Background: an optimization exercise with open tools, aiming at small area, a short achievable clock period and few clock cycles. Do not read the settings as production practice.
Function was checked by simulation only, so behaviour that the tests miss may differ from the original.
Power is estimated from default activity; no workload was simulated.

## design/flow/design.v

```verilog
package cavlc_coeff_pkg;
	typedef union packed {
		logic signed [16-1:0][16-1:0] coef;
		logic [8-1:0][256/8-1:0] pair;
	} cavlc_block_u;
endpackage
package cavlc_code_pkg;
	function automatic logic [15:0] level_code_of(
		input logic signed [16-1:0] level,
		input logic adj);
		logic [15:0] code;
		if (level > 0)
			code = 16'(2 * level - 2);
		else
			code = 16'(-2 * level - 1);
		if (adj)
			code = code - 16'd2;
		level_code_of = code;
	endfunction
	function automatic logic [5+12+5-1:0] level_prefix_suffix(
		input  logic [15:0] code,
		input  logic [2:0] sfx_len);
		logic [4:0] prefix;
		logic [12-1:0] suffix;
		logic [5-1:0] len;
		logic [15:0] hi;
		hi = code >> sfx_len;
		if (sfx_len == 3'd0) begin
			if (code < 16'd14) begin
				prefix = code[4:0];
				suffix = '0;
				len = 5'(code + 16'd1);
			end else if (code < 16'd30) begin
				prefix = 5'd14;              
				suffix = 12'(code - 16'd14);
				len = 5'd19;
			end else begin
				prefix = 5'(15);
				suffix = 12'(code - 16'd30);
				len = 5'(15 + 1 + 12);
			end
		end else if (hi < 16'(15)) begin
			prefix = hi[4:0];
			suffix = 12'(code & ((16'd1 << sfx_len) - 16'd1));
			len = 5'(hi + 16'd1 + 16'(sfx_len));
		end else begin
			prefix = 5'(15);
			suffix = 12'(code - (16'(15) << sfx_len));
			len = 5'(15 + 1 + 12);
		end
		level_prefix_suffix = {prefix, suffix, len};
	endfunction
	function automatic logic [2:0] next_suffix_len(
		input logic [2:0] sfx_len,
		input logic [15:0] mag);
		logic [2:0] sl;
		sl = (sfx_len == 3'd0) ? 3'd1 : sfx_len;
		if (mag > (16'd3 << (sl - 3'd1)) && sl < 3'(6))
			sl = sl + 3'd1;
		next_suffix_len = sl;
	endfunction
endpackage
module cavlc_block_scan (
	input  logic         clk,
	input  logic         rst_n,
	input  logic         start_i,
	input  logic [256-1:0] block_i,
	input  logic         adv_i,           
	output logic         busy_o,
	output logic         tok_v_o,         
	output logic         tok_t1_o,        
	output logic         tok_last_o,      
	output logic         tok_first_o,     
	output logic         tok_adj_o,       
	output logic         tok_sl1_o,       
	output logic [15:0]  tok_data_o       
);
	logic [256-1:0] blk_q;
	logic [15:0] nz_q;         
	logic [15:0] one_q;        
	logic        have_q;       
	logic        first_q;      
	logic        pend_q;       
	logic        adj_q, sl1_q;
	logic        lastnext_q;   
	function automatic logic [3:0] therm_add(input logic [3:0] a, input logic [3:0] b);
		logic [4:0] ta, tb;
		logic [3:0] t;
		ta = {a, 1'b1};    
		tb = {b, 1'b1};
		for (int i = 1; i <= 4; i++) begin
			t[i-1] = 1'b0;
			for (int j = 0; j <= i; j++)
				t[i-1] = t[i-1] | (ta[j] & tb[i-j]);
		end
		therm_add = t;
	endfunction
	function automatic logic [3:0] therm16(input logic [15:0] x);
		logic [31:0] l1;
		logic [15:0] l2;
		logic [7:0]  l3;
		for (int i = 0; i < 8; i++)
			l1[4*i +: 4] = therm_add({3'd0, x[2*i]}, {3'd0, x[2*i+1]});
		for (int i = 0; i < 4; i++)
			l2[4*i +: 4] = therm_add(l1[8*i +: 4], l1[8*i+4 +: 4]);
		for (int i = 0; i < 2; i++)
			l3[4*i +: 4] = therm_add(l2[8*i +: 4], l2[8*i+4 +: 4]);
		therm16 = therm_add(l3[3:0], l3[7:4]);
	endfunction
	function automatic logic [15:0] or_above(input logic [15:0] x);
		logic [15:0] y;
		for (int k = 0; k < 16; k++)
			y[k] = |(x >> (k + 1));
		or_above = y;
	endfunction
	logic [15:0] nz_in, one_in;
	logic [3:0]  th_in;
	logic        ln_in;
	always_comb begin
		for (int k = 0; k < 16; k++) begin
			nz_in[k]  = |block_i[16*k +: 16];
			one_in[k] = block_i[16*k] &
				((block_i[16*k+1 +: 15] == 15'd0) || (block_i[16*k+1 +: 15] == 15'h7fff));
		end
		th_in = therm16(nz_in);
		ln_in = !th_in[1] || (!th_in[3] && (nz_in & ~one_in) == 16'd0);
	end
	logic [15:0] a1, a2, a3, bad_above;
	logic [15:0] sel1, t1pos, consumed, rem;
	logic [1:0]  t1cnt;
	logic [2:0]  signs;
	logic [2:0]  s;
	logic [4:0]  ncnt;
	logic [23:0] c2;
	logic [15:0] c4;
	logic [9:0]  c8;
	logic        ngt10, is_t1, last, rem_le1;
	logic [15:0] coef;
	always_comb begin
		a1 = or_above(nz_q);                   
		a2 = or_above(nz_q & a1);              
		a3 = or_above(nz_q & a2);              
		bad_above = or_above(nz_q & ~one_q);
		sel1  = nz_q & ~a1;
		t1pos = nz_q & one_q & ~bad_above & ~a3;
		if ((t1pos & a2) != 16'd0)
			t1cnt = 2'd3;
		else if ((t1pos & a1) != 16'd0)
			t1cnt = 2'd2;
		else if (t1pos != 16'd0)
			t1cnt = 2'd1;
		else
			t1cnt = 2'd0;
		s = '0;
		for (int k = 0; k < 16; k++) begin
			s[0] = s[0] | (t1pos[k] & ~a1[k] & blk_q[16*k+15]);
			s[1] = s[1] | (t1pos[k] & a1[k] & ~a2[k] & blk_q[16*k+15]);
			s[2] = s[2] | (t1pos[k] & a2[k] & blk_q[16*k+15]);
		end
		case (t1cnt)
			2'd3:    signs = {s[0], s[1], s[2]};
			2'd2:    signs = {1'b0, s[0], s[1]};
			default: signs = {2'b0, s[0]};
		endcase
		for (int i = 0; i < 8; i++)
			c2[3*i +: 3] = 3'(nz_q[2*i]) + 3'(nz_q[2*i+1]);
		for (int i = 0; i < 4; i++)
			c4[4*i +: 4] = 4'(c2[6*i +: 3]) + 4'(c2[6*i+3 +: 3]);
		for (int i = 0; i < 2; i++)
			c8[5*i +: 5] = 5'(c4[8*i +: 4]) + 5'(c4[8*i+4 +: 4]);
		ncnt  = c8[4:0] + c8[9:5];
		ngt10 = ncnt > 5'd10;
		is_t1 = first_q && (nz_q == 16'd0 || t1pos != 16'd0);
		consumed = is_t1 ? t1pos : sel1;
		rem  = nz_q & ~consumed;
		last = rem == 16'd0;
		rem_le1 = (rem & or_above(rem)) == 16'd0;
		coef = '0;
		for (int k = 0; k < 16; k++)
			coef = coef | (blk_q[16*k +: 16] & {16{sel1[k]}});
	end
	assign busy_o = have_q & ~(adv_i & lastnext_q);
	logic accept, issue;
	assign accept = start_i & ~busy_o;
	assign issue  = adv_i & have_q;
	always_ff @(posedge clk or negedge rst_n) begin
		if (!rst_n) begin
			have_q     <= 1'b0;
			first_q    <= 1'b0;
			pend_q     <= 1'b0;
			lastnext_q <= 1'b0;
			tok_v_o    <= 1'b0;
		end else begin
			if (accept) begin
				have_q     <= 1'b1;
				first_q    <= 1'b1;
				pend_q     <= 1'b0;
				lastnext_q <= ln_in;
			end else if (issue) begin
				have_q     <= ~last;
				first_q    <= 1'b0;
				pend_q     <= is_t1;
				lastnext_q <= rem_le1;
			end
			if (adv_i)
				tok_v_o <= have_q;
		end
	end
	always_ff @(posedge clk) begin
		if (~busy_o) begin
			blk_q <= block_i;
			nz_q  <= nz_in;
			one_q <= one_in;
		end else if (issue) begin
			nz_q  <= rem;
		end
		if (issue && is_t1) begin
			adj_q <= t1cnt != 2'd3;
			sl1_q <= ngt10 && t1cnt != 2'd3;
		end
		if (issue) begin
			tok_t1_o    <= is_t1;
			tok_last_o  <= last;
			tok_first_o <= ~is_t1 & (first_q | pend_q);
			tok_adj_o   <= first_q | adj_q;
			tok_sl1_o   <= first_q ? ngt10 : sl1_q;
			tok_data_o  <= is_t1 ? {11'd0, t1cnt, signs} : coef;
		end
	end
endmodule
module cavlc_level_coder (
	input  logic                     clk,
	input  logic                     rst_n,
	input  logic                     adv_i,
	input  logic                     tok_v_i,
	input  logic                     tok_t1_i,
	input  logic                     tok_last_i,
	input  logic                     tok_first_i,
	input  logic                     tok_adj_i,
	input  logic                     tok_sl1_i,
	input  logic [15:0]              tok_data_i,
	output logic                     code_v_o,
	output logic                     code_last_o,
	output logic [12:0]              code_val_o,
	output logic [5-1:0]  code_len_o
);
	logic [2:0]  sfx_q;
	logic        neg;
	logic [15:0] mag, m, lcode, hi;
	logic [2:0]  sl, sl_n;
	logic [12:0] val;
	logic [4:0]  len;
	always_comb begin
		neg   = tok_data_i[15];
		mag   = neg ? 16'(-tok_data_i) : tok_data_i;
		m     = mag - 16'd1 - 16'(tok_first_i & tok_adj_i);
		lcode = {m[14:0], neg};
		sl    = tok_first_i ? {2'd0, tok_sl1_i} : sfx_q;
		hi    = lcode >> sl;
		if (tok_t1_i) begin
			val = {10'd0, tok_data_i[2:0]};
			len = {3'd0, tok_data_i[4:3]};
		end else if (sl == 3'd0) begin
			if (lcode < 16'd14) begin
				val = 13'd1;
				len = 5'(lcode + 16'd1);
			end else if (lcode < 16'd30) begin
				val = {9'd1, 4'(lcode - 16'd14)};
				len = 5'd19;
			end else begin
				val = {1'b1, 12'(lcode - 16'd30)};
				len = 5'd28;
			end
		end else if (hi < 16'd15) begin
			val = 13'((16'd1 << sl) | (lcode & ((16'd1 << sl) - 16'd1)));
			len = 5'(hi + 16'd1 + 16'(sl));
		end else begin
			val = {1'b1, 12'(lcode - (16'd15 << sl))};
			len = 5'd28;
		end
		sl_n = (sl == 3'd0) ? 3'd1 : sl;
		if (mag > (16'd3 << (sl_n - 3'd1)) && sl_n < 3'd6)
			sl_n = sl_n + 3'd1;
	end
	always_ff @(posedge clk or negedge rst_n) begin
		if (!rst_n)
			code_v_o <= 1'b0;
		else if (adv_i)
			code_v_o <= tok_v_i;
	end
	always_ff @(posedge clk) begin
		if (adv_i && tok_v_i) begin
			code_last_o <= tok_last_i;
			code_val_o  <= val;
			code_len_o  <= len;
			if (!tok_t1_i)
				sfx_q <= sl_n;
		end
	end
endmodule
module cavlc_bit_packer (
	input  logic                       clk,
	input  logic                       rst_n,
	input  logic                       code_v_i,
	input  logic                       code_last_i,
	input  logic [12:0]                code_val_i,
	input  logic [5-1:0]    code_len_i,
	input  logic                       flush_i,
	output logic                       adv_o,
	output logic [7:0]                 byte_o,
	output logic                       byte_we_o,
	output logic                       block_done_o,
	output logic [9-1:0] block_bits_o
);
	localparam int W = 36;
	logic [W-1:0] acc_q, acc_d, placed;
	logic [5:0]   cnt_q, c1, add;
	logic [5:0]   pos;
	logic         drain, consume;
	logic [9-1:0] bsum_q;
	logic [7:0]   byte_q;
	logic         byte_we_q, done_q;
	assign drain   = cnt_q >= 6'd8;
	assign adv_o   = cnt_q <= 6'd16;
	assign consume = code_v_i & adv_o;
	assign c1      = drain ? cnt_q - 6'd8 : cnt_q;
	always_comb begin
		if (consume) begin
			pos    = 6'(W) - c1 - 6'(code_len_i);
			placed = W'(code_val_i) << pos;
			add    = 6'(code_len_i);
		end else if (flush_i) begin
			pos    = 6'(W - 1) - c1;
			placed = W'(1) << pos;
			add    = 6'd8 - {3'd0, c1[2:0]};
		end else begin
			pos    = '0;
			placed = '0;
			add    = '0;
		end
		acc_d = (drain ? acc_q << 8 : acc_q) | placed;
	end
	always_ff @(posedge clk or negedge rst_n) begin
		if (!rst_n) begin
			acc_q     <= '0;
			cnt_q     <= '0;
			byte_we_q <= 1'b0;
			done_q    <= 1'b0;
			bsum_q    <= '0;
		end else begin
			acc_q     <= acc_d;
			cnt_q     <= c1 + add;
			byte_we_q <= drain;
			done_q    <= consume & code_last_i;
			bsum_q    <= (done_q ? '0 : bsum_q) + (consume ? 9'(code_len_i) : '0);
		end
	end
	always_ff @(posedge clk) begin
		if (drain)
			byte_q <= acc_q[W-1 -: 8];
	end
	assign byte_o       = byte_q;
	assign byte_we_o    = byte_we_q;
	assign block_done_o = done_q;
	assign block_bits_o = bsum_q;
endmodule
module cavlc_residual_top (
	input  logic                       clk,
	input  logic                       rst_n,
	input  logic                       start_i,
	input  logic [256-1:0]    block_i,      
	input  logic                       flush_i,
	output logic                       busy_o,
	output logic [7:0]                 byte_o,
	output logic                       byte_we_o,
	output logic                       block_done_o,
	output logic [9-1:0] block_bits_o
);
	logic        adv;
	logic        tok_v, tok_t1, tok_last, tok_first, tok_adj, tok_sl1;
	logic [15:0] tok_data;
	logic        code_v, code_last;
	logic [12:0] code_val;
	logic [5-1:0] code_len;
	cavlc_block_scan cavlc_block_scan_inst (
		.clk         (clk),
		.rst_n       (rst_n),
		.start_i     (start_i),
		.block_i     (block_i),
		.adv_i       (adv),
		.busy_o      (busy_o),
		.tok_v_o     (tok_v),
		.tok_t1_o    (tok_t1),
		.tok_last_o  (tok_last),
		.tok_first_o (tok_first),
		.tok_adj_o   (tok_adj),
		.tok_sl1_o   (tok_sl1),
		.tok_data_o  (tok_data)
	);
	cavlc_level_coder cavlc_level_coder_inst (
		.clk         (clk),
		.rst_n       (rst_n),
		.adv_i       (adv),
		.tok_v_i     (tok_v),
		.tok_t1_i    (tok_t1),
		.tok_last_i  (tok_last),
		.tok_first_i (tok_first),
		.tok_adj_i   (tok_adj),
		.tok_sl1_i   (tok_sl1),
		.tok_data_i  (tok_data),
		.code_v_o    (code_v),
		.code_last_o (code_last),
		.code_val_o  (code_val),
		.code_len_o  (code_len)
	);
	cavlc_bit_packer cavlc_bit_packer_inst (
		.clk          (clk),
		.rst_n        (rst_n),
		.code_v_i     (code_v),
		.code_last_i  (code_last),
		.code_val_i   (code_val),
		.code_len_i   (code_len),
		.flush_i      (flush_i),
		.adv_o        (adv),
		.byte_o       (byte_o),
		.byte_we_o    (byte_we_o),
		.block_done_o (block_done_o),
		.block_bits_o (block_bits_o)
	);
endmodule
```

## design/flow/run.sh

```bash
#!/bin/bash
# synth_recipe.tcl (not shown) runs the flow's synth.tcl, then flattens the netlist and writes it again
# the make line also repeats each setting of config.mk as NAME=value (left out here)
make -C /OpenROAD-flow-scripts/flow DESIGN_CONFIG=/design/flow/config.mk WORK_HOME=/design/flow/orfs CLKGATE_MAP_FILE= SYNTH_SCRIPT=/design/flow/synth_recipe.tcl finish
```

## design/flow/config.mk

```make
export PLATFORM = sky130hd
export DESIGN_NAME = cavlc_residual_top
export DESIGN_NICKNAME = cavlc_residual_top
export VERILOG_FILES = /design/flow/design.v
export SDC_FILE = /design/flow/constraint.sdc
export NUM_CORES = 4
export LEC_CHECK = 0
export CAP_MARGIN = 20
export CORE_MARGIN = 2
export CORE_UTILIZATION = 40
export SLEW_MARGIN = 20
```

## design/flow/constraint.sdc

```tcl
create_clock -name core_clock -period 11.0 [get_ports {clk}]
set_input_delay 2.2000 -clock core_clock [delete_from_list [all_inputs] [get_ports {clk}]]
set_output_delay 2.2000 -clock core_clock [all_outputs]
set_load 0.01 [all_outputs]
```

==> impl_results.md, run 1 <==
- Initial antenna violation count: 5
- Crit Path Max Fanout: 53
- Boundary Pins: 280
- Cell Chain, Critical Path: inv_1 > ha_1 > nand3_1 > a21oi_1 > nand2_1 > nand2_4 > inv_1 > clkdlybuf4s50_1
- Vias in the first global route: 19900
- Final antenna-violating net count: 0
- CP endpoint kind: output port
- Setup_tns: 0 ns
- TritonCTS clock tree: done
- Detailed-router iteration count before antenna repair: 6
- Via count: 20300
- Clk sinks: 400
- Top cells by area, synth: edfxtp_1 (43%), dfrtp_1 (6.2%), nand2_1 (3.8%)
- Fmax: 0.162 GHz
- Final GP Congestion: about 0.91
- Crit path top cell by count: inv_1
- Starting Density: 40.3%
- WL/cell: 23.1 um
- Crit start category: register
- Gate Count Post-Synth: 2301
- Layout cells sized above 1: under 10%
- Number of flops mapped to enable cells by yosys: 341
- Async S/R FF share, synth: 14.8%
- Yosys warnings: 3
- Buf+Inv Stages, Crit Path: 3
- Layout Nets: 2903
- Initial drt markers: 2034
- Status: no timing/DRC/antenna violations
- Post-synth net total: around 2600
- Post-synth top cells: edfxtp_1 (341), nand2_1 (239), nor2_1 (170)
- Max Cap Viol: 0
- Fin Hold WS: 0.442 ns
- Top Family by Delay on Critical Path: buffers and inverters
- Min-delay worst type: register to register
- Pwr Density: 346 nW/um^2
- Static leakage: 10.1 nW
- Clock-pin slew on the worst setup and hold paths: 0.06 ns
- Layout Cells excl Fill: between 3000 and 4000
- Area delta synth->final: 22.0%
- Final Hold Vio Count: 0
- Worst path slowest cell: a21oi_1
- Die width: 247 um
- DRC Markers: 0
- Die Area: 61100 sq um
- Total grt overflow: 0
- Worst path required time: 8.80 ns
- First-pass GRT wire length: 118000 um
- Arrival @ worst endpoint: 3.98 ns
- # port buffers: 279
- Root buf cell: clkbuf_16
- Routed wl met3: 4340 um
- DR vias/cell: 6.03
- Yosys cell types: 98
- Main flop type after synthesis: edfxtp_1
- Largest area contributor in the netlist: edfxtp_1
- Core Util, Final: 49.2%
- Drt total wl: 78000 um
- Worst skew pair latency: about 0.61 ns
- Post-CTS setup buffers: 0
- Most common cell in the netlist: edfxtp_1
- Yosys top cell area share: 43.3%
- H-tree depth: 2
- Worst VDD drop: roughly 290 uV
- R2R Setup Slk: between 4 and 5 ns
- Post-place setup slack: 4.39 ns
- Filler instances: around 5400
- Final setup violation count: 0
- Avg Inst Size Synth: about 10 sq um
- Largest net degree at the start of global routing: between 80 and 90
- Synth Cell Area: 23700 sq um
- Post-layout minimum cycle time: 6.18 ns
- Slew Limit Fails: 0
- Worst setup margin: 4.82 ns
- FF-to-FF Start: cavlc_block_scan_inst.tok_data_o[0]$_DFFE_PP_
- Wire length on met2: 38100 um
- Resized Gates After CTS: 0
- Worst Min Path Start: cavlc_block_scan_inst.tok_last_o$_DFFE_PP_
- Row count: 89
- Slowest stage delay, CP: 0.75 ns
- Synth Register Bits: 400
- CP startpoint: cavlc_bit_packer_inst.cnt_q[1]$_DFF_PN0_
- # hold bufs at CTS: 0
- Fin crit share: 56.2%
- CTS buffer count: 47
- Clk buf depth: 3
- Core footprint: 58700 sq um
- Clock skew: 0.0403 ns
- Register area share after synthesis: 49.5%
- Met1 wire length: about 33000 um
- Unrepaired setup endpoints after global routing: no
- Top routing layer in use: met5
- Die height: 247 um
- DP HPWL: 60400 um
- Max_slew headroom: 29.3%
- Worst slew pin tran: 1.06 ns
- Placed Cells incl. Taps: 3282
- GRT Total Usage: 25.2%
- Crit path kind: register to output port
[stage by stage]
stage                     instance area (sq um)  power [mW]
after floorplan                           23700        6.57
after global placement                    27200        8.18
after detailed placement                  27200        8.31
after CTS                                 28800        9.95
after global routing                      28900        10.8
final                                     28900        9.98
[sequential cells by signal (all words and copies together), names as in the netlist, 3 cells and up]
signal / flops
cavlc_block_scan_inst.one_q: 16
cavlc_block_scan_inst.tok_data_o: 16
cavlc_bit_packer_inst.cnt_q: 6
cavlc_level_coder_inst.sfx_q: 3
cavlc_block_scan_inst.blk_q: 256
cavlc_bit_packer_inst.bsum_q: 9
cavlc_bit_packer_inst.byte_q: 8
cavlc_level_coder_inst.code_len_o: 5
cavlc_block_scan_inst.nz_q: 16
cavlc_level_coder_inst.code_val_o: 13
cavlc_bit_packer_inst.acc_q: 36
[cell type report]
| class | instances | area, sq um | area share, % |
|---|---|---|---|
| multi-input cells | 1689 | 11100 | 38.6 |
| repair buffers | 306 | 2990 | 10.4 |
| clock inverters | 27 | 349 | 1.21 |
| flip-flops and latches | 400 | 11700 | 40.6 |
| well taps | 773 | 967 | 3.35 |
| inverters | 114 | 428 | 1.48 |
| clock buffers | 61 | 1260 | 4.36 |
| diodes | 3 | 7.51 | 0.0260 |
[per-layer routing]
layer,track usage [%],up-vias
li1,-,9479
met1,33.7,9924
met2,42.6,789
met3,3.09,127
met4,7.78,4
met5,0,-
[layout by cell type (no fill, tap or decap), types with 25 or more instances in the layout]
cell type,count
edfxtp_1,341
dfrtp_1,59
nor3_1,60
a221oi_1,32
clkdlybuf4s50_1,278
mux2i_1,43
o22ai_1,34
inv_1,107
nor4_1,69
a22oi_1,74
ha_1,70
nand2b_1,26
nand4_1,88
o21a_1,25
nor2_1,170
o21ai_0,94
a31oi_1,34
nand2_1,238
clkbuf_16,47
buf_4,27
xnor2_1,44
nand3_1,81
a21oi_1,102
[cells by family after synthesis]
group | Yosys count | synth area share [%]
simple gates | 860 | 18.3
compound gates | 619 | 18.4
flops | 400 | 49.5
buf+inv | 212 | 3.43
fa+ha+maj | 91 | 5.24
xor+xnor | 63 | 2.33
mux | 56 | 2.77
[worst paths after layout]
path,end,depth (start not counted)
setup reg to reg,cavlc_level_coder_inst.code_val_o[11]$_SDFFCE_PP0P_,16
max in group asynchronous,cavlc_block_scan_inst.pend_q$_DFFE_PN0P_,2
hold / removal,cavlc_level_coder_inst.code_last_o$_DFFE_PP_,0
setup / recovery,busy_o,8
hold reg to reg,cavlc_level_coder_inst.code_last_o$_DFFE_PP_,0
min in group asynchronous,cavlc_bit_packer_inst.acc_q[27]$_DFF_PN0_,2
[where the power goes]
| group | switching, mW | leakage, nW | internal [mW] | total (mW) |
|---|---|---|---|---|
| logic | 3.77 | 5.41 | 2.30 | 6.07 |
| registers | 0.295 | 3.90 | 2.00 | 2.30 |
| clock network | 0.654 | 0.780 | 0.957 | 1.61 |
| total | 4.72 | 10.1 | 5.26 | 9.98 |
Testbench counts, summed over its fixed seeds: cycles 7,858.
==> run 2: changes to the inputs <==
--- a/design/flow/design.v
+++ b/design/flow/design.v
@@ -68,2 +68,3 @@
 	input  logic         adv_i,           
+	input  logic         adv_safe_i,      
 	output logic         busy_o,
@@ -181,3 +182,3 @@
 	end
-	assign busy_o = have_q & ~(adv_i & lastnext_q);
+	assign busy_o = have_q & ~(adv_safe_i & lastnext_q);
 	logic accept, issue;
@@ -247,5 +248,46 @@
 	logic [2:0]  sfx_q;
-	logic        neg;
-	logic [15:0] mag, m, lcode, hi;
-	logic [2:0]  sl, sl_n;
+	logic        neg, adj, gt;
+	logic [15:0] x, m;
+	logic [1:0]  d;
+	logic [2:0]  sl, sl1, sl_n;
+	logic [6:0]  th;
+	always_comb begin
+		neg = tok_data_i[15];
+		adj = tok_first_i & tok_adj_i;
+		x   = neg ? ~tok_data_i : tok_data_i;
+		d   = neg ? {1'b0, adj} : {adj, ~adj};
+		m   = x - 16'(d);
+		sl  = tok_first_i ? {2'd0, tok_sl1_i} : sfx_q;
+		sl1 = (sl == 3'd0) ? 3'd1 : sl;
+		th  = 7'd3 << (sl1 - 3'd1);
+		gt  = neg ? (x >= 16'(th)) : (x > 16'(th));
+		sl_n = (gt && sl1 != 3'd6) ? sl1 + 3'd1 : sl1;
+	end
+	logic        v1_q, t1_q, last1_q, neg_q;
+	logic [2:0]  sl_q;
+	logic [15:0] m_q;        
+	always_ff @(posedge clk or negedge rst_n) begin
+		if (!rst_n) begin
+			v1_q     <= 1'b0;
+			code_v_o <= 1'b0;
+		end else if (adv_i) begin
+			v1_q     <= tok_v_i;
+			code_v_o <= v1_q;
+		end
+	end
+	always_ff @(posedge clk) begin
+		if (adv_i && tok_v_i) begin
+			t1_q    <= tok_t1_i;
+			last1_q <= tok_last_i;
+			neg_q   <= neg;
+			sl_q    <= sl;
+			m_q     <= tok_t1_i ? tok_data_i : m;
+			if (!tok_t1_i)
+				sfx_q <= sl_n;
+		end
+	end
+	logic [2:0]  j;
+	logic [15:0] hif;
+	logic [10:0] k, e;
+	logic        esc;
 	logic [12:0] val;
@@ -253,46 +295,35 @@
 	always_comb begin
-		neg   = tok_data_i[15];
-		mag   = neg ? 16'(-tok_data_i) : tok_data_i;
-		m     = mag - 16'd1 - 16'(tok_first_i & tok_adj_i);
-		lcode = {m[14:0], neg};
-		sl    = tok_first_i ? {2'd0, tok_sl1_i} : sfx_q;
-		hi    = lcode >> sl;
-		if (tok_t1_i) begin
-			val = {10'd0, tok_data_i[2:0]};
-			len = {3'd0, tok_data_i[4:3]};
-		end else if (sl == 3'd0) begin
-			if (lcode < 16'd14) begin
+		j   = (sl_q == 3'd0) ? 3'd0 : sl_q - 3'd1;
+		hif = m_q >> j;
+		esc = (hif[15:4] != 12'd0) || (hif[3:0] == 4'hf);
+		k   = 11'd15 << j;
+		e   = m_q[10:0] - k;
+		if (t1_q) begin
+			val = {10'd0, m_q[2:0]};
+			len = {3'd0, m_q[4:3]};
+		end else if (esc) begin
+			val = {1'b1, e, neg_q};
+			len = 5'd28;
+		end else if (sl_q == 3'd0) begin
+			if (m_q[3:0] < 4'd7) begin
 				val = 13'd1;
-				len = 5'(lcode + 16'd1);
-			end else if (lcode < 16'd30) begin
-				val = {9'd1, 4'(lcode - 16'd14)};
-				len = 5'd19;
+				len = {m_q[3:0], neg_q} + 5'd1;
 			end else begin
-				val = {1'b1, 12'(lcode - 16'd30)};
-				len = 5'd28;
+				val = {8'd1, m_q[2:0] + 3'd1, neg_q};    
+				len = 5'd19;
 			end
-		end else if (hi < 16'd15) begin
-			val = 13'((16'd1 << sl) | (lcode & ((16'd1 << sl) - 16'd1)));
-			len = 5'(hi + 16'd1 + 16'(sl));
 		end else begin
-			val = {1'b1, 12'(lcode - (16'd15 << sl))};
-			len = 5'd28;
+			val = {m_q[11:0], neg_q};
+			for (int i = 0; i < 13; i++)
+				if (i > sl_q)
+					val[i] = 1'b0;
+			val[sl_q] = 1'b1;
+			len = 5'(hif[3:0]) + 5'd1 + 5'(sl_q);
 		end
-		sl_n = (sl == 3'd0) ? 3'd1 : sl;
-		if (mag > (16'd3 << (sl_n - 3'd1)) && sl_n < 3'd6)
-			sl_n = sl_n + 3'd1;
-	end
-	always_ff @(posedge clk or negedge rst_n) begin
-		if (!rst_n)
-			code_v_o <= 1'b0;
-		else if (adv_i)
-			code_v_o <= tok_v_i;
 	end
 	always_ff @(posedge clk) begin
-		if (adv_i && tok_v_i) begin
-			code_last_o <= tok_last_i;
+		if (adv_i && v1_q) begin
+			code_last_o <= last1_q;
 			code_val_o  <= val;
 			code_len_o  <= len;
-			if (!tok_t1_i)
-				sfx_q <= sl_n;
 		end
@@ -309,2 +340,3 @@
 	output logic                       adv_o,
+	output logic                       adv_safe_o,    
 	output logic [7:0]                 byte_o,
@@ -314,3 +346,3 @@
 );
-	localparam int W = 36;
+	localparam int W = 52;
 	logic [W-1:0] acc_q, acc_d, placed;
@@ -321,5 +353,6 @@
 	logic [7:0]   byte_q;
-	logic         byte_we_q, done_q;
+	logic         byte_we_q, done_q, safe_q;
+	logic [5:0]   cnt_d;
 	assign drain   = cnt_q >= 6'd8;
-	assign adv_o   = cnt_q <= 6'd16;
+	assign adv_o   = ~code_v_i | (7'(cnt_q) + 7'(code_len_i) <= 7'(W + 8));
 	assign consume = code_v_i & adv_o;
@@ -340,2 +373,3 @@
 		end
+		cnt_d = c1 + add;
 		acc_d = (drain ? acc_q << 8 : acc_q) | placed;
@@ -348,2 +382,3 @@
 			done_q    <= 1'b0;
+			safe_q    <= 1'b1;
 			bsum_q    <= '0;
@@ -351,3 +386,4 @@
 			acc_q     <= acc_d;
-			cnt_q     <= c1 + add;
+			cnt_q     <= cnt_d;
+			safe_q    <= cnt_d <= 6'd32;
 			byte_we_q <= drain;
@@ -361,2 +397,3 @@
 	end
+	assign adv_safe_o   = safe_q;
 	assign byte_o       = byte_q;
@@ -378,3 +415,3 @@
 );
-	logic        adv;
+	logic        adv, adv_safe;
 	logic        tok_v, tok_t1, tok_last, tok_first, tok_adj, tok_sl1;
@@ -390,2 +427,3 @@
 		.adv_i       (adv),
+		.adv_safe_i  (adv_safe),
 		.busy_o      (busy_o),
@@ -424,2 +462,3 @@
 		.adv_o        (adv),
+		.adv_safe_o   (adv_safe),
 		.byte_o       (byte_o),
==> run 2 against run 1 <==
  * Clock skew shrank 0.0035 ns
  * Combinational power is 1% lower
  * Area after synthesis rose by 4.6%
  * Utilization decreased by 0.28 points
  * Clock power rose by 3%
  * Critical path depth rose by 9
  * Still clean on timing, DRC and antenna
  * Synthesized cell count up 1.1%
  * Power is 3.9% higher
==> impl_results.md, run 2 <==
- Root buf cell: clkbuf_16 (unchanged)
- Main flop type after synthesis: edfxtp_1 (unchanged)
- Arrival @ worst endpoint: 5.75 ns (was 3.98 ns)
- Crit start category: register (unchanged)
- Via count: 20500 (was 20300)
- Largest area contributor in the netlist: edfxtp_1 (unchanged)
- Fin crit share: 48.2% (was 56.2%)
- Final setup violation count: 0 (unchanged)
- CP endpoint kind: register (was output port)
- Die width: 253 um (was 247 um)
- Clock skew: 0.0368 ns (was 0.0403 ns)
- Initial antenna violation count: 4 (was 5)
- Post-synth net total: 2683 (was 2646)
- Worst VDD drop: 374 uV (was 288 uV)
- Vias in the first global route: 20300 (was 19900)
- TritonCTS clock tree: done (unchanged)
- Max reg flops: 256 (unchanged)
- Yosys top cell area share: 44.1% (was 43.3%)
- Die height: 253 um (was 247 um)
- Synth Register Bits: 440 (was 400)
- # port buffers: 279 (unchanged)
- Commonest non-fill, non-tap cell in the layout: edfxtp_1 (unchanged)
- Worst skew pair latency: 0.62 ns (was 0.61 ns)
- Layout cells sized above 1: 5.59% (was 5.93%)
- Combinational share of power: 57.8% (was 60.8%)
- Reg with most FFs: cavlc_block_scan_inst.blk_q (unchanged)
- Top Registers: cavlc_block_scan_inst.blk_q x256, cavlc_bit_packer_inst.acc_q x52 (was cavlc_block_scan_inst.blk_q x256, cavlc_bit_packer_inst.acc_q x36)
- Final Power: 10.4 mW (was 9.98 mW)
- DRC Markers: 0 (unchanged)
- Avg Inst Size Synth: 10.6 sq um (was 10.3 sq um)
- Boundary Pins: 280 (unchanged)
- WL/cell: 23.1 um (about the same)
- Layout Nets: 2948 (was 2903)
- Post-CTS setup buffers: 0 (unchanged)
- Sequential power share: 26.2% (was 23.0%)
- Crit Path Max Fanout: 15 (was 53)
- Gate Count Post-Synth: 2327 (was 2301)
- # hold bufs at CTS: 0 (unchanged)
- Detailed-router iteration count before antenna repair: 6 (unchanged)
- Final GP Congestion: 0.953 (was 0.907)
- Drt total wl: 78900 um (was 78000 um)
- Largest net degree at the start of global routing: 172 (was 84)
- Initial drt markers: 2029 (was 2034)
- Final Hold Vio Count: 0 (unchanged)
- Yosys warnings: 3 (unchanged)
- Crit path kind: register to register (was register to output port)
- Worst path required time: 11.45 ns (was 8.80 ns)
- Resized Gates After CTS: 0 (unchanged)
- Core footprint: 61400 sq um (was 58700 sq um)
- Net Switching: 4.86 mW (was 4.72 mW)
- DR vias/cell: 5.99 (was 6.03)
- Async S/R FF share, synth: 17.5% (was 14.8%)
- Post-layout minimum cycle time: 5.30 ns (was 6.18 ns)
- Total grt overflow: 0 (unchanged)
- Clk sinks: 440 (was 400)
- Clk buf depth: 3 (unchanged)
- Die Area: 63800 sq um (was 61100 sq um)
- Switching share of power: 46.9% (was 47.3%)
- Post-synth top cells: edfxtp_1 (363), nor2_1 (209), nand2_1 (195) (was edfxtp_1 (341), nand2_1 (239), nor2_1 (170))
- Commonest cells after routing, fill and taps aside: edfxtp_1 (363), clkdlybuf4s50_1 (278), nor2_1 (209) (was edfxtp_1 (341), clkdlybuf4s50_1 (278), nand2_1 (238))
- Clock-pin slew on the worst setup and hold paths: 0.06 ns (about the same)
- Pwr Density: 345 nW/um^2 (was 346 nW/um^2)
- Static leakage: 10.8 nW (was 10.1 nW)
- Max_slew headroom: 27.7% (was 29.3%)
- Yosys cell types: 94 (was 98)
- H-tree depth: 2 (unchanged)
- Unrepaired setup endpoints after global routing: no (unchanged)
- Power Internal: 5.51 mW (was 5.26 mW)
- Core Util, Final: 48.9% (was 49.2%)
- Area delta synth->final: 21.3% (was 22.0%)
- Status: no timing/DRC/antenna violations (unchanged)
- Multi-input gate area in the final layout: 11100 sq um (about the same)
- Register area share after synthesis: 51.9% (was 49.5%)
- Final antenna-violating net count: 0 (unchanged)
- Filler instances: 5525 (was 5375)
- Worst slew pin tran: 1.08 ns (was 1.06 ns)
- Top cells by area, synth: edfxtp_1 (44%), dfrtp_1 (7.7%), ha_1 (4.0%) (was edfxtp_1 (43%), dfrtp_1 (6.2%), nand2_1 (3.8%))
- Slew Limit Fails: 0 (unchanged)
- Setup_tns: 0 ns (unchanged)
- Max Cap Viol: 0 (unchanged)
- Row count: 91 (was 89)
- First-pass GRT wire length: 120000 um (was 118000 um)
- DP HPWL: 60200 um (was 60400 um)
- Most common cell in the netlist: edfxtp_1 (unchanged)
- FF+latch area: 12800 sq um (was 11700 sq um)
- Starting Density: 40.3% (about the same)
- Clock share of power: 16.0% (was 16.2%)
- Min-delay worst type: register to register (unchanged)
- Number of flops mapped to enable cells by yosys: 363 (was 341)
- GRT Total Usage: 24.4% (was 25.2%)
- Fmax: 0.189 GHz (was 0.162 GHz)
- Synth Cell Area: 24700 sq um (was 23700 sq um)
- CTS buffer count: 50 (was 47)
-- run 2: stage by stage --
stage               cell area (sq um)  cells  worst slack, ns  hold slack [ns]
floorplan                       24700   2327             2.05            0.400
global placement                28400   3329             5.36            0.405
detailed placement              28400   3329             5.25            0.406
CTS                             30000   3420             5.77            0.419
global route                    30000   3423             5.35            0.429
finish                          30000   3424             5.70            0.409
-- run 2: cell families after synthesis --
family | after synthesis | share of synthesized area [%]
XOR/XNOR | 64 | 2.27
flip-flops | 440 | 51.9
buffers and inverters | 202 | 3.18
adder cells (fa/ha/maj) | 106 | 5.79
AO/OA/AOI/OAI | 639 | 17.9
multiplexers | 61 | 2.60
AND/OR/NAND/NOR | 815 | 16.4
-- run 2: worst max-delay path, cell delays in order (launching register included) --
cell     delay (ns)
dfrtp_1        0.48
inv_1          0.16
ha_1           0.62
inv_2          0.21
a221o_1        0.38
o21ai_0        0.69
nor2_1         0.13
nor2b_1        0.39
a21o_1         0.18
ha_1           0.17
inv_1          0.06
fa_1           0.43
inv_1          0.07
a21o_1         0.10
a21oi_1        0.08
xnor2_1        0.15
or4_1          0.39
o21ai_0        0.45
-- run 2: worst paths after layout --
kind	slack [ns]	cells after the start	end	startpoint
worst max-delay path	5.70	17	cavlc_bit_packer_inst.safe_q$_DFF_PN1_	cavlc_bit_packer_inst.cnt_q[0]$_DFF_PN0_
worst min-delay path	0.41	0	cavlc_level_coder_inst.last1_q$_DFFE_PP_	cavlc_block_scan_inst.tok_last_o$_DFFE_PP_
worst max register to register	5.70	17	cavlc_bit_packer_inst.safe_q$_DFF_PN1_	cavlc_bit_packer_inst.cnt_q[0]$_DFF_PN0_
worst min register to register	0.41	0	cavlc_level_coder_inst.last1_q$_DFFE_PP_	cavlc_block_scan_inst.tok_last_o$_DFFE_PP_
max in group asynchronous	8.43	2	cavlc_block_scan_inst.first_q$_DFFE_PN0P_	rst_n
min in group asynchronous	1.41	1	cavlc_bit_packer_inst.bsum_q[8]$_DFF_PN0_	rst_n
-- run 2: cell type report --
class                      count  area share, %
tap                          790           3.29
antenna                        3         0.0250
inverter                     109           1.37
clock inverter                28           1.05
clock buffer                  63           4.33
timing repair buffer         306           10.0
sequential                   440           42.8
multi-input combinational   1685           37.1
-- run 2: routing by layer --
layer  wire length, um  global-route usage (%)
met3              5110                    3.82
met5                25                       0
met1             32700                    32.2
met4              2730                    9.18
met2             38300                    40.6
-- run 2: power by group through the flow --
stage / clock network, mW / registers [mW] / logic [mW]
6_report: 1.66 / 2.72 / 5.99
2_1_floorplan: 0 / 2.61 / 4.22
5_1_grt: 1.75 / 2.76 / 6.60
3_5_place_dp: 0 / 2.75 / 5.91
3_3_place_gp: 0 / 2.74 / 5.78
4_1_cts: 1.69 / 2.71 / 5.95
Testbench counts of run 2, summed over its fixed seeds: cycles 6,765.
==> run 3: changes to the inputs <==
--- a/design/flow/config.mk
+++ b/design/flow/config.mk
@@ -10,2 +10,3 @@
 export CORE_UTILIZATION = 40
+export SETUP_SLACK_MARGIN = 5
 export SLEW_MARGIN = 20
==> run 3 against run 2 <==
  * Final cell count unchanged
  * Combinational power about the same
  * Fmax increased by 2.1%
  * Non-clock buffer count increased by 1
  * Register-to-register slack improved by 0.21 ns
  * Final area increased by 0.10%
  * Hold slack improved by 0.019 ns
  * Critical path depth decreased by 4
  * Synthesized cell count unchanged
  * Sequential power about the same
==> impl_results.md, run 3 <==
- Die Area: 63800 sq um (unchanged)
- Slew Limit Fails: 0 (unchanged)
- Area delta synth->final: 21.4% (was 21.3%)
- CTS buffer count: 49 (was 50)
- Largest family of logic cells by synthesized area: compound AO/OA/AOI/OAI gates (unchanged)
- Crit Path Max Fanout: 5 (was 15)
- Worst Reg-to-Reg Cells: 12 (was 17)
- Synth Area in Adders: 5.79% (unchanged)
- DR vias/cell: 6.01 (was 5.99)
- Placed cell area: 28400 sq um (about the same)
- Yosys cell types: 94 (unchanged)
- TritonCTS clock tree: done (unchanged)
- Clock-pin slew on the worst setup and hold paths: 0.06 ns (about the same)
- Top Registers: cavlc_block_scan_inst.blk_q x256, cavlc_bit_packer_inst.acc_q x52 (unchanged)
- Avg Inst Size Synth: 10.6 sq um (unchanged)
- Largest area contributor in the netlist: edfxtp_1 (unchanged)
- Final GP Congestion: 0.954 (was 0.953)
- Layout Cells excl Fill: 3424 (unchanged)
- R2R Setup Slk: 5.91 ns (was 5.70 ns)
- Clock skew: 0.0425 ns (was 0.0368 ns)
- DRC Markers: 0 (unchanged)
- Yosys warnings: 3 (unchanged)
- Setup_tns: 0 ns (unchanged)
- Layout cells sized above 1: 5.93% (was 5.59%)
- Post-synth top cells: edfxtp_1 (363), nor2_1 (209), nand2_1 (195) (unchanged)
- Worst setup margin: 5.81 ns (was 5.70 ns)
- # hold bufs at CTS: 0 (unchanged)
- Filler instances: 5487 (was 5525)
- Row count: 91 (unchanged)
- Core footprint: 61400 sq um (unchanged)
- Root buf cell: clkbuf_16 (unchanged)
- Async S/R FF share, synth: 17.5% (unchanged)
- Top cells by area, synth: edfxtp_1 (44%), dfrtp_1 (7.7%), ha_1 (4.0%) (unchanged)
- Final Hold Vio Count: 0 (unchanged)
- Placed Cells incl. Taps: 3331 (was 3329)
- Most common cell in the netlist: edfxtp_1 (unchanged)
- Worst Min Path Start: cavlc_level_coder_inst.last1_q$_DFFE_PP_ (was cavlc_block_scan_inst.tok_last_o$_DFFE_PP_)
- Number of flops mapped to enable cells by yosys: 363 (unchanged)
- Worst VDD drop: 402 uV (was 374 uV)
- CP startpoint: block_i[248] (was cavlc_bit_packer_inst.cnt_q[0]$_DFF_PN0_)
- CP endpoint kind: register (unchanged)
- Fin Hold WS: 0.428 ns (was 0.409 ns)
- Max reg flops: 256 (unchanged)
- Largest net degree at the start of global routing: 190 (was 172)
- Clk sinks: 440 (unchanged)
- Fin crit share: 47.2% (was 48.2%)
- Max_slew headroom: 27.8% (was 27.7%)
- Endpoint of the worst setup timing path: cavlc_block_scan_inst.lastnext_q$_DFFE_PN0P_ (was cavlc_bit_packer_inst.safe_q$_DFF_PN1_)
- Fmax: 0.193 GHz (was 0.189 GHz)
- DP HPWL: 59400 um (was 60200 um)
- Compound-cell area share of the yosys netlist: 17.9% (unchanged)
- H-tree depth: 2 (unchanged)
- Worst path required time: 11.53 ns (was 11.45 ns)
- Commonest non-fill, non-tap cell in the layout: edfxtp_1 (unchanged)
- First-pass GRT wire length: 119000 um (was 120000 um)
- Arrival @ worst endpoint: 5.73 ns (was 5.75 ns)
- Post-synthesis mux area share: 2.60% (unchanged)
- Reg with most FFs: cavlc_block_scan_inst.blk_q (unchanged)
- Boundary Pins: 280 (unchanged)
- Drt total wl: 78000 um (was 78900 um)
- Post-layout minimum cycle time: 5.19 ns (was 5.30 ns)
- Unrepaired setup endpoints after global routing: no (unchanged)
- Via count: 20600 (was 20500)
- Post-place setup slack: 5.23 ns (was 5.25 ns)
- Detailed-router iteration count before antenna repair: 8 (was 6)
- Gate Count Post-Synth: 2327 (unchanged)
- Final setup violation count: 0 (unchanged)
- Yosys top cell area share: 44.1% (unchanged)
- Clk buf depth: 3 (unchanged)
- Post-CTS setup buffers: 0 (unchanged)
- FF-to-FF Start: cavlc_block_scan_inst.nz_q[7]$_DFFE_PP_ (was cavlc_bit_packer_inst.cnt_q[0]$_DFF_PN0_)
- Cell area after layout: 30000 sq um (about the same)
- Crit path kind: input port to register (was register to register)
- Die width: 253 um (unchanged)
- Synth Register Bits: 440 (unchanged)
- Worst slew pin tran: 1.08 ns (about the same)
- Static leakage: 10.8 nW (about the same)
- Initial antenna violation count: 3 (was 4)
- Final antenna-violating net count: 0 (unchanged)
- Worst skew pair latency: 0.63 ns (was 0.62 ns)
- Post-Synth Simple-Gate Area: 16.4% (unchanged)
- Status: no timing/DRC/antenna violations (unchanged)
- # port buffers: 279 (unchanged)
- Crit start category: input port (was register)
- WL/cell: 22.8 um (was 23.1 um)
- Synth Cell Area: 24700 sq um (unchanged)
- GRT Total Usage: 24.2% (was 24.4%)
- Vias in the first global route: 20100 (was 20300)
- Pwr Density: 345 nW/um^2 (about the same)
- Starting Density: 40.3% (unchanged)
- Commonest cells after routing, fill and taps aside: edfxtp_1 (363), clkdlybuf4s50_1 (278), nor2_1 (208) (was edfxtp_1 (363), clkdlybuf4s50_1 (278), nor2_1 (209))
- Main flop type after synthesis: edfxtp_1 (unchanged)
- Max Cap Viol: 0 (unchanged)
- Post-synthesis xor/xnor area fraction: 2.27% (unchanged)
- Min-delay worst type: register to register (unchanged)
- Die height: 253 um (unchanged)
- Register area share after synthesis: 51.9% (unchanged)
- Layout Nets: 2948 (unchanged)
- Resized Gates After CTS: 0 (unchanged)
- Initial drt markers: 1986 (was 2029)
- Worst r2r dst: cavlc_block_scan_inst.tok_sl1_o$_DFFE_PP_ (was cavlc_bit_packer_inst.safe_q$_DFF_PN1_)
- Post-synth net total: 2683 (unchanged)
- Total grt overflow: 0 (unchanged)
run 3: cell types whose count changed in the layout (fill, tap and decap cells not counted):
cell        change
nor2_1          -1
clkinvlp_4      +3
nor2b_1         +1
clkinv_2        +4
inv_4           -1
nor2b_2         -1
clkbuf_8        +3
clkbuf_16       -1
clkbuf_1        -8
diode_2         -1
nor2_2          +1
buf_6           +1
run 3: layout make-up:
class | instances | area [sq um] | area share, %
flip-flops and latches | 440 | 12800 | 42.7
multi-input cells | 1685 | 11100 | 37.1
repair buffers | 307 | 3020 | 10.1
clock buffers | 57 | 1290 | 4.28
well taps | 790 | 988 | 3.29
inverters | 109 | 412 | 1.37
clock inverters | 34 | 350 | 1.17
diodes | 2 | 5.00 | 0.0167
run 3: layer usage:
layer | vias to the layer above | GRT usage (%) | share of wire, %
met2 | 803 | 41.2 | 49
met5 | - | 0 | 0.035
li1 | 9568 | - | -
met4 | 4 | 6.86 | 2.4
met3 | 130 | 3.51 | 6.5
met1 | 10100 | 32.0 | 42
run 3: logic make-up after synthesis:
logic type	count (synthesis)
compound gates	639
xor+xnor	64
fa+ha+maj	106
buf+inv	202
flops	440
mux	61
simple gates	815
run 3: worst min-delay path by stage:
stage / cells after the start / slack, ns / endpoint
6_report: 0 / 0.43 / cavlc_level_coder_inst.code_last_o$_DFFE_PP_
5_1_grt: 0 / 0.44 / cavlc_level_coder_inst.last1_q$_DFFE_PP_
4_1_cts: 0 / 0.43 / cavlc_level_coder_inst.code_last_o$_DFFE_PP_
3_5_place_dp: 0 / 0.42 / cavlc_level_coder_inst.code_last_o$_DFFE_PP_
3_3_place_gp: 0 / 0.40 / cavlc_level_coder_inst.code_last_o$_DFFE_PP_
2_1_floorplan: 0 / 0.40 / cavlc_level_coder_inst.code_last_o$_DFFE_PP_
run 3: stage by stage:
| step | utilization, % | power (mW) |
|---|---|---|
| 3_3_place_gp | 46.2 | 8.51 |
| 4_1_cts | 48.9 | 10.4 |
| 6_report | 48.9 | 10.4 |
| 3_5_place_dp | 46.3 | 8.68 |
| 5_1_grt | 48.9 | 11.1 |
| 2_1_floorplan | - | 6.82 |
run 3: power by group:
part | switching [mW] | total [mW] | internal (mW) | leakage (nW)
clock network | 0.711 | 1.67 | 0.960 | 0.793
logic | 3.78 | 5.99 | 2.21 | 5.61
registers | 0.347 | 2.72 | 2.37 | 4.39
run 3: critical path, cell delays in order:
cell and delay (ns):
clkdlybuf4s50_1 0.44, nor4_1 0.38, and4_1 0.33, nor2b_1 0.40, and3_1 0.30, nand2_1 0.14
maj3_1 0.42, o21ai_0 0.22, a2bb2oi_1 0.10, or3_1 0.40, o31ai_1 0.23, a21oi_1 0.08
o31ai_1 0.08
==> run 4: changes to the inputs <==
--- a/design/flow/config.mk
+++ b/design/flow/config.mk
@@ -9,3 +9,4 @@
 export CORE_MARGIN = 2
-export CORE_UTILIZATION = 40
+export CORE_UTILIZATION = 65
+export PLACE_DENSITY = 0.75
 export SETUP_SLACK_MARGIN = 5
==> run 4 against run 3 <==
  * Clock power decreased by 8%
  * Worst setup slack lost 0.26 ns
  * Sequential power hardly changed
  * Hold slack better by 0.0082 ns
  * Routed wire length decreased by 3.2%
  * Final area fell by 1.9%
  * First-iteration DRC count increased by 35%
==> impl_results.md, run 4 <==
- Status: no timing/DRC/antenna violations (unchanged)
- TritonCTS clock tree: done (unchanged)
- Crit start category: input port (unchanged)
- # hold bufs at CTS: 0 (unchanged)
- Initial antenna violation count: 0 (was 3)
- Largest area contributor in the netlist: edfxtp_1 (unchanged)
- Final antenna-violating net count: 0 (unchanged)
- R2R Setup Slk: 5.82 ns (was 5.91 ns)
- FF-to-FF Start: cavlc_block_scan_inst.nz_q[13]$_DFFE_PP_ (was cavlc_block_scan_inst.nz_q[7]$_DFFE_PP_)
- Vias in the first global route: 20500 (was 20100)
- Top Family by Delay on Critical Path: simple AND/OR/NAND/NOR gates (unchanged)
- DR vias/cell: 6.90 (was 6.01)
- Avg Inst Size Synth: 10.6 sq um (unchanged)
- Async S/R FF share, synth: 17.5% (unchanged)
- Static leakage: 10.7 nW (was 10.8 nW)
- Post-synth net total: 2683 (unchanged)
- Filler instances: 2305 (was 5487)
- Worst skew pair latency: 0.59 ns (was 0.63 ns)
- Top cells by area, synth: edfxtp_1 (44%), dfrtp_1 (7.7%), ha_1 (4.0%) (unchanged)
- Post-CTS setup buffers: 0 (unchanged)
- Area delta synth->final: 19.1% (was 21.4%)
- CP endpoint kind: register (unchanged)
- H-tree depth: 2 (unchanged)
- Row count: 71 (was 91)
- Crit Path Max Fanout: 5 (unchanged)
- CP startpoint: block_i[201] (was block_i[248])
- Cell area after layout: 29400 sq um (was 30000 sq um)
- Max_slew headroom: 25.9% (was 27.8%)
- Fin Hold WS: 0.436 ns (was 0.428 ns)
- Die width: 199 um (was 253 um)
- Yosys warnings: 3 (unchanged)
- Worst path required time: 11.48 ns (was 11.53 ns)
- Worst path slowest cell: nor4_1 (was clkdlybuf4s50_1)
- DP HPWL: 55500 um (was 59400 um)
- Worst slew pin tran: 1.11 ns (was 1.08 ns)
- Final GP Congestion: 0.991 (was 0.954)
- Fmax: 0.184 GHz (was 0.193 GHz)
- Slew Limit Fails: 0 (unchanged)
- Number of diodes: 0 (was 2)
- Max reg flops: 256 (unchanged)
- Layout Nets: 2934 (was 2948)
- Largest net degree at the start of global routing: 206 (was 190)
- Die Area: 39600 sq um (was 63800 sq um)
- Layout cells sized above 1: 5.43% (was 5.93%)
- Arrival @ worst endpoint: 5.93 ns (was 5.73 ns)
- Endpoint of the worst setup timing path: cavlc_block_scan_inst.lastnext_q$_DFFE_PN0P_ (unchanged)
- Crit path top cell by count: o31ai_1 (unchanged)
- GRT Total Usage: 37.9% (was 24.2%)
- Most common cell in the netlist: edfxtp_1 (unchanged)
- Yosys top cell area share: 44.1% (unchanged)
- # port buffers: 279 (unchanged)
- Critical Path Stages: 13 (unchanged)
- Final Hold Vio Count: 0 (unchanged)
- Top Registers: cavlc_block_scan_inst.blk_q x256, cavlc_bit_packer_inst.acc_q x52 (unchanged)
- Reg with most FFs: cavlc_block_scan_inst.blk_q (unchanged)
- Setup_tns: 0 ns (unchanged)
- Unrepaired setup endpoints after global routing: no (unchanged)
- Detailed-router iteration count before antenna repair: 8 (unchanged)
- Yosys cell types: 94 (unchanged)
- Root buf cell: clkbuf_16 (unchanged)
- Main flop type after synthesis: edfxtp_1 (unchanged)
- Post-synth top cells: edfxtp_1 (363), nor2_1 (209), nand2_1 (195) (unchanged)
- Gate Count Post-Synth: 2327 (unchanged)
- First-pass GRT wire length: 115000 um (was 119000 um)
- Die height: 199 um (was 253 um)
- Core footprint: 37600 sq um (was 61400 sq um)
- Min-delay worst type: register to register (unchanged)
- Clock-pin slew on the worst setup and hold paths: 0.07 ns (was 0.06 ns)
- Placed cell area: 28000 sq um (was 28400 sq um)
- Final Power: 10.3 mW (was 10.4 mW)
- Register area share after synthesis: 51.9% (unchanged)
- Resized Gates After CTS: 0 (unchanged)
- Worst VDD drop: 385 uV (was 402 uV)
- Cell Chain, Critical Path: clkdlybuf4s50_1 > nor4_1 > and4_1 > nor2b_1 > and3_1 > nand2_1 > maj3_1 > o21ai_0 > a2bb2oi_1 > or3_1 > o31ai_1 > a21oi_1 > o31ai_1 (unchanged)
- Commonest non-fill, non-tap cell in the layout: edfxtp_1 (unchanged)
- Final setup violation count: 0 (unchanged)
- Starting Density: 65.8% (was 40.3%)
- WL/cell: 24.1 um (was 22.8 um)
- Buf+Inv Stages, Crit Path: 1 (unchanged)
- Via count: 21600 (was 20600)
- Boundary Pins: 280 (unchanged)
- Synth Register Bits: 440 (unchanged)
- Initial drt markers: 2690 (was 1986)
- Crit path kind: input port to register (unchanged)
- Number of flops mapped to enable cells by yosys: 363 (unchanged)
- Pwr Density: 349 nW/um^2 (was 345 nW/um^2)
- Clk sinks: 440 (unchanged)
- DRC Markers: 0 (unchanged)
- CTS buffer count: 44 (was 49)
- Max Cap Viol: 0 (unchanged)
- Worst Reg-to-Reg Cells: 12 (unchanged)
- Slowest stage delay, CP: 0.52 ns (was 0.44 ns)
- Synth Cell Area: 24700 sq um (unchanged)
- Fin crit share: 49.5% (was 47.2%)
- Clk buf depth: 3 (unchanged)
- Drt total wl: 75500 um (was 78000 um)
- Post-layout minimum cycle time: 5.45 ns (was 5.19 ns)
- Commonest cells after routing, fill and taps aside: edfxtp_1 (363), clkdlybuf4s50_1 (278), nor2_1 (204) (was edfxtp_1 (363), clkdlybuf4s50_1 (278), nor2_1 (208))
- Worst r2r dst: cavlc_block_scan_inst.lastnext_q$_DFFE_PN0P_ (was cavlc_block_scan_inst.tok_sl1_o$_DFFE_PP_)
- Clock skew: 0.0215 ns (was 0.0425 ns)
- Total grt overflow: 0 (unchanged)
## run 4: cell counts after synthesis
No cell type changed its count.
## run 4: final cells by class
type / instances / area [sq um] / area share [%]
clock buffers: 54 / 1170 / 3.97
clock inverters: 28 / 275 / 0.935
inverters: 109 / 412 / 1.40
multi-input cells: 1685 / 11200 / 37.9
flip-flops and latches: 440 / 12800 / 43.6
well taps: 511 / 639 / 2.17
repair buffers: 298 / 2970 / 10.1
## run 4: stage by stage
stage | util (%) | instances | setup WS [ns]
floorplan | - | 2327 | 6.23
detailed placement | 74.4 | 3041 | 5.19
global placement | 74.4 | 3041 | 5.37
finish | 78.4 | 3125 | 5.55
CTS | 78.2 | 3123 | 5.68
global route | 78.4 | 3125 | 5.35
## run 4: how the worst min path moves through the flow
stage                                                        start  cells after the start  slack [ns]                                           end
final                     cavlc_level_coder_inst.last1_q$_DFFE_PP_                      0        0.44  cavlc_level_coder_inst.code_last_o$_DFFE_PP_
after floorplan           cavlc_level_coder_inst.last1_q$_DFFE_PP_                      0        0.40  cavlc_level_coder_inst.code_last_o$_DFFE_PP_
after CTS                 cavlc_level_coder_inst.last1_q$_DFFE_PP_                      0        0.44  cavlc_level_coder_inst.code_last_o$_DFFE_PP_
after global placement    cavlc_level_coder_inst.last1_q$_DFFE_PP_                      0        0.40  cavlc_level_coder_inst.code_last_o$_DFFE_PP_
after global routing      cavlc_level_coder_inst.last1_q$_DFFE_PP_                      0        0.45  cavlc_level_coder_inst.code_last_o$_DFFE_PP_
after detailed placement  cavlc_level_coder_inst.last1_q$_DFFE_PP_                      0        0.42  cavlc_level_coder_inst.code_last_o$_DFFE_PP_
## run 4: kinds of logic after synthesis
| logic type | synth area share [%] |
|---|---|
| AO/OA/AOI/OAI | 17.9 |
| adder cells (fa/ha/maj) | 5.79 |
| buffers and inverters | 3.18 |
| AND/OR/NAND/NOR | 16.4 |
| XOR/XNOR | 2.27 |
| flip-flops | 51.9 |
| multiplexers | 2.60 |
## run 4: where the power goes
group	internal (mW)	switching (mW)	leakage [nW]	total, mW
Clock	0.878	0.655	0.706	1.53
Combinational	2.18	3.81	5.57	6.00
Sequential	2.37	0.380	4.39	2.75
## run 4: layer usage
metal / wire [um] / track usage (%) / vias to the layer above
met3: 7850 / 6.94 / 247
met1: 27600 / 49.4 / 10300
met5: 0 / 0 / -
met4: 3570 / 16.4 / 0
li1: - / - / 9540
met2: 36400 / 62.6 / 1478
==> run 5: changes to the inputs <==
--- a/design/flow/config.mk
+++ b/design/flow/config.mk
@@ -7,7 +7,6 @@
 export LEC_CHECK = 0
-export CAP_MARGIN = 20
+export CAP_MARGIN = 60
 export CORE_MARGIN = 2
-export CORE_UTILIZATION = 65
-export PLACE_DENSITY = 0.75
+export CORE_UTILIZATION = 40
 export SETUP_SLACK_MARGIN = 5
-export SLEW_MARGIN = 20
+export SLEW_MARGIN = 60
==> run 5 against run 4 <==
  * Worst setup slack improved by 0.27 ns
  * Clock power is 15% higher
  * Global-route usage down 14 points
  * Power is 3.5% higher
  * First-iteration DRC count fell by 27%
  * Combinational power rose by 3%
  * Count of clock-buffer cells in the layout is 2 higher
  * Hold slack got worse by 0.0073 ns
==> impl_results.md, run 5 <==
- Synth Cell Area: 24700 sq um (unchanged)
- Boundary Pins: 280 (unchanged)
- Resized Gates After CTS: 0 (unchanged)
- Final GP Congestion: 0.954 (was 0.991)
- Main flop type after synthesis: edfxtp_1 (unchanged)
- Largest net degree at the start of global routing: 80 (was 206)
- Synth Register Bits: 440 (unchanged)
- Filler instances: 5405 (was 2305)
- Vias in the first global route: 20400 (was 20500)
- DRC Markers: 0 (unchanged)
- Gate Count Post-Synth: 2327 (unchanged)
- Top cells by area, synth: edfxtp_1 (44%), dfrtp_1 (7.7%), ha_1 (4.0%) (unchanged)
- Worst r2r dst: cavlc_block_scan_inst.tok_sl1_o$_DFFE_PP_ (was cavlc_block_scan_inst.lastnext_q$_DFFE_PN0P_)
- Initial antenna violation count: 3 (was 0)
- Slew Limit Fails: 0 (unchanged)
- Unrepaired setup endpoints after global routing: no (unchanged)
- Clock-pin slew on the worst setup and hold paths: 0.06 ns (was 0.07 ns)
- Die height: 253 um (was 199 um)
- Yosys top cell area share: 44.1% (unchanged)
- Post-CTS setup buffers: 0 (unchanged)
- # port buffers: 279 (unchanged)
- Detailed-router iteration count before antenna repair: 6 (was 8)
- Multi-input gate area in the final layout: 11500 sq um (was 11200 sq um)
- Number of flops mapped to enable cells by yosys: 363 (unchanged)
- H-tree depth: 2 (unchanged)
- Die Area: 63800 sq um (was 39600 sq um)
- First-pass GRT wire length: 120000 um (was 115000 um)
- FF-to-FF Start: cavlc_block_scan_inst.nz_q[7]$_DFFE_PP_ (was cavlc_block_scan_inst.nz_q[13]$_DFFE_PP_)
- Final antenna-violating net count: 0 (unchanged)
- Min-delay worst type: register to register (unchanged)
- Clk buf depth: 3 (unchanged)
- Arrival @ worst endpoint: 5.71 ns (was 5.93 ns)
- Status: no timing/DRC/antenna violations (unchanged)
- Post-layout minimum cycle time: 5.18 ns (was 5.45 ns)
- Die width: 253 um (was 199 um)
- Root buf cell: clkbuf_16 (unchanged)
- Crit start category: input port (unchanged)
- Slowest stage delay, CP: 0.44 ns (was 0.52 ns)
- Worst skew pair latency: 0.63 ns (was 0.59 ns)
- Worst path slowest cell: clkdlybuf4s50_1 (was nor4_1)
- CP endpoint kind: register (unchanged)
- Worst path required time: 11.52 ns (was 11.48 ns)
- TritonCTS clock tree: done (unchanged)
- Layout Nets: 2965 (was 2934)
- WL/cell: 22.8 um (was 24.1 um)
- Most common cell in the netlist: edfxtp_1 (unchanged)
- GRT Total Usage: 24.3% (was 37.9%)
- Top Registers: cavlc_block_scan_inst.blk_q x256, cavlc_bit_packer_inst.acc_q x52 (unchanged)
- Area delta synth->final: 24.0% (was 19.1%)
- Fin crit share: 47.1% (was 49.5%)
- Placed cell area: 28800 sq um (was 28000 sq um)
- CTS buffer count: 49 (was 44)
- Final Power: 10.6 mW (was 10.3 mW)
- Max_slew headroom: 60.8% (was 25.9%)
- Async S/R FF share, synth: 17.5% (unchanged)
- Crit path kind: input port to register (unchanged)
- Yosys warnings: 3 (unchanged)
- Worst Min Path Start: cavlc_level_coder_inst.last1_q$_DFFE_PP_ (unchanged)
- Cell area after layout: 30700 sq um (was 29400 sq um)
- Final setup violation count: 0 (unchanged)
- Worst Reg-to-Reg Cells: 12 (unchanged)
- Crit path top cell by count: o31ai_1 (unchanged)
- Initial drt markers: 1958 (was 2690)
- Avg Inst Size Synth: 10.6 sq um (unchanged)
- Row count: 91 (was 71)
- R2R Setup Slk: 5.96 ns (was 5.82 ns)
- DP HPWL: 60300 um (was 55500 um)
- Pwr Density: 347 nW/um^2 (was 349 nW/um^2)
- Total grt overflow: 0 (unchanged)
- Hold depth: 0 (unchanged)
- DR vias/cell: 6.01 (was 6.90)
- Max Cap Viol: 0 (unchanged)
- Post-synth net total: 2683 (unchanged)
- Commonest cells after routing, fill and taps aside: edfxtp_1 (363), clkdlybuf4s50_1 (278), nor2_1 (205) (was edfxtp_1 (363), clkdlybuf4s50_1 (278), nor2_1 (204))
- Setup_tns: 0 ns (unchanged)
- Post-synth top cells: edfxtp_1 (363), nor2_1 (209), nand2_1 (195) (unchanged)
- Drt total wl: 78300 um (was 75500 um)
- FF+latch area: 12800 sq um (about the same)
- Yosys cell types: 94 (unchanged)
- Cell Chain, Critical Path: clkdlybuf4s50_1 > nor4_1 > and4_1 > nor2b_1 > and3_1 > nand2_1 > maj3_1 > o21ai_0 > a2bb2oi_1 > or3_1 > o31ai_1 > a21oi_1 > o31ai_1 (unchanged)
- # hold bufs at CTS: 0 (unchanged)
- Core footprint: 61400 sq um (was 37600 sq um)
- Clock skew: 0.0267 ns (was 0.0215 ns)
- Register area share after synthesis: 51.9% (unchanged)
- WHS Endpoint: cavlc_level_coder_inst.code_last_o$_DFFE_PP_ (unchanged)
- Fin Hold WS: 0.429 ns (was 0.436 ns)
- Largest area contributor in the netlist: edfxtp_1 (unchanged)
- Via count: 20700 (was 21600)
- Clk sinks: 440 (unchanged)
- Static leakage: 11.0 nW (was 10.7 nW)
- Layout cells sized above 1: 8.49% (was 5.43%)
- Worst VDD drop: 393 uV (was 385 uV)
- Max reg flops: 256 (unchanged)
- Core Util, Final: 50.0% (was 78.4%)
- Worst slew pin tran: 0.581 ns (was 1.11 ns)
- Commonest non-fill, non-tap cell in the layout: edfxtp_1 (unchanged)
- Final Hold Vio Count: 0 (unchanged)
- Reg with most FFs: cavlc_block_scan_inst.blk_q (unchanged)
- Crit Path Max Fanout: 5 (unchanged)
- Fmax: 0.193 GHz (was 0.184 GHz)
- Starting Density: 40.3% (was 65.8%)
[run 5: changes by cell type in the layout (fill, tap and decap cells not counted), sizes merged]
cell      change
clkbuf        +3
clkinvlp      +3
diode         +1
buf          +25
bufinv        +4
clkinv        +1
[run 5: how the worst max path moves through the flow]
stage / startpoint / end / slack, ns / cells after the start
after global routing: block_i[185] / cavlc_block_scan_inst.lastnext_q$_DFFE_PN0P_ / 5.56 / 13
after CTS: block_i[248] / cavlc_block_scan_inst.lastnext_q$_DFFE_PN0P_ / 5.85 / 13
final: block_i[248] / cavlc_block_scan_inst.lastnext_q$_DFFE_PN0P_ / 5.82 / 13
after detailed placement: block_i[248] / cavlc_block_scan_inst.lastnext_q$_DFFE_PN0P_ / 5.24 / 13
after global placement: block_i[248] / cavlc_block_scan_inst.lastnext_q$_DFFE_PN0P_ / 5.32 / 13
after floorplan: cavlc_bit_packer_inst.safe_q$_DFF_PN1_ / cavlc_block_scan_inst.nz_q[10]$_DFFE_PP_ / 6.23 / 4
[run 5: worst max-delay path, delay by kind of cell]
family          cells  cell delay (ns)
fa+ha+maj           1             0.40
compound gates      5             0.71
simple gates        6             1.96
buf+inv             1             0.44
[run 5: cell type report]
class / count / area share (%)
repair buffers: 324 / 10.5
clock inverters: 36 / 1.56
multi-input cells: 1685 / 37.5
clock buffers: 56 / 4.08
flip-flops and latches: 440 / 41.8
diodes: 1 / 0.00816
well taps: 790 / 3.22
inverters: 109 / 1.35
[run 5: per-layer routing]
layer | GRT usage [%] | part of all wire (%) | wire length, um
met1 | 31.9 | 41 | 32200
met2 | 41.1 | 49 | 38400
met3 | 3.56 | 6.7 | 5240
met4 | 8.15 | 3.2 | 2470
met5 | 0 | 0.033 | 26
[run 5: stage by stage]
step	setup slack [ns]	std cells
floorplan	6.23	2327
global placement	5.32	3331
detailed placement	5.24	3345
CTS	5.85	3437
global route	5.56	3441
finish	5.82	3441
[run 5: report_power, final]
group	switching, mW	leakage, nW	internal (mW)
clock network	0.718	0.828	1.04
logic	3.89	5.77	2.31
registers	0.317	4.38	2.37
total	4.93	11.0	5.72
[run 5: kinds of logic after synthesis]
logic type | Yosys count | synth area share (%)
AO/OA/AOI/OAI | 639 | 17.9
XOR/XNOR | 64 | 2.27
adder cells (fa/ha/maj) | 106 | 5.79
buffers and inverters | 202 | 3.18
flip-flops | 440 | 51.9
multiplexers | 61 | 2.60
AND/OR/NAND/NOR | 815 | 16.4

## afterwards: timing with drivers on the ports
How much do the figures lean on ideal ports? The routed layouts below were timed once more, with nothing changed but the port constraints. Step 1, drivers: a clkbuf_16 drives clk and a buf_2 each remaining input, both assumed. Step 2 times the ports against the registers' clock, not the clock port: input delays grow and output delays shrink by t, the midpoint of the rising clock arrivals with the driver on. a / b / c = no drivers / after step 1 / after step 2; a / b = the first two.
run	shift t [ns]	slack for setup (ns)	latest minus earliest clock arrival (ns)
run 1	0.653	4.823 / 4.756 / 4.373	0.043 / 0.043
run 2	0.669	5.700 / 5.700 / 5.120	0.040 / 0.040
run 3	0.675	5.807 / 5.842 / 5.167	0.046 / 0.046
run 4	0.635	5.551 / 5.584 / 4.950	0.022 / 0.021
run 5	0.676	5.817 / 5.853 / 5.177	0.033 / 0.032
After both steps setup and hold are still met in every run listed.
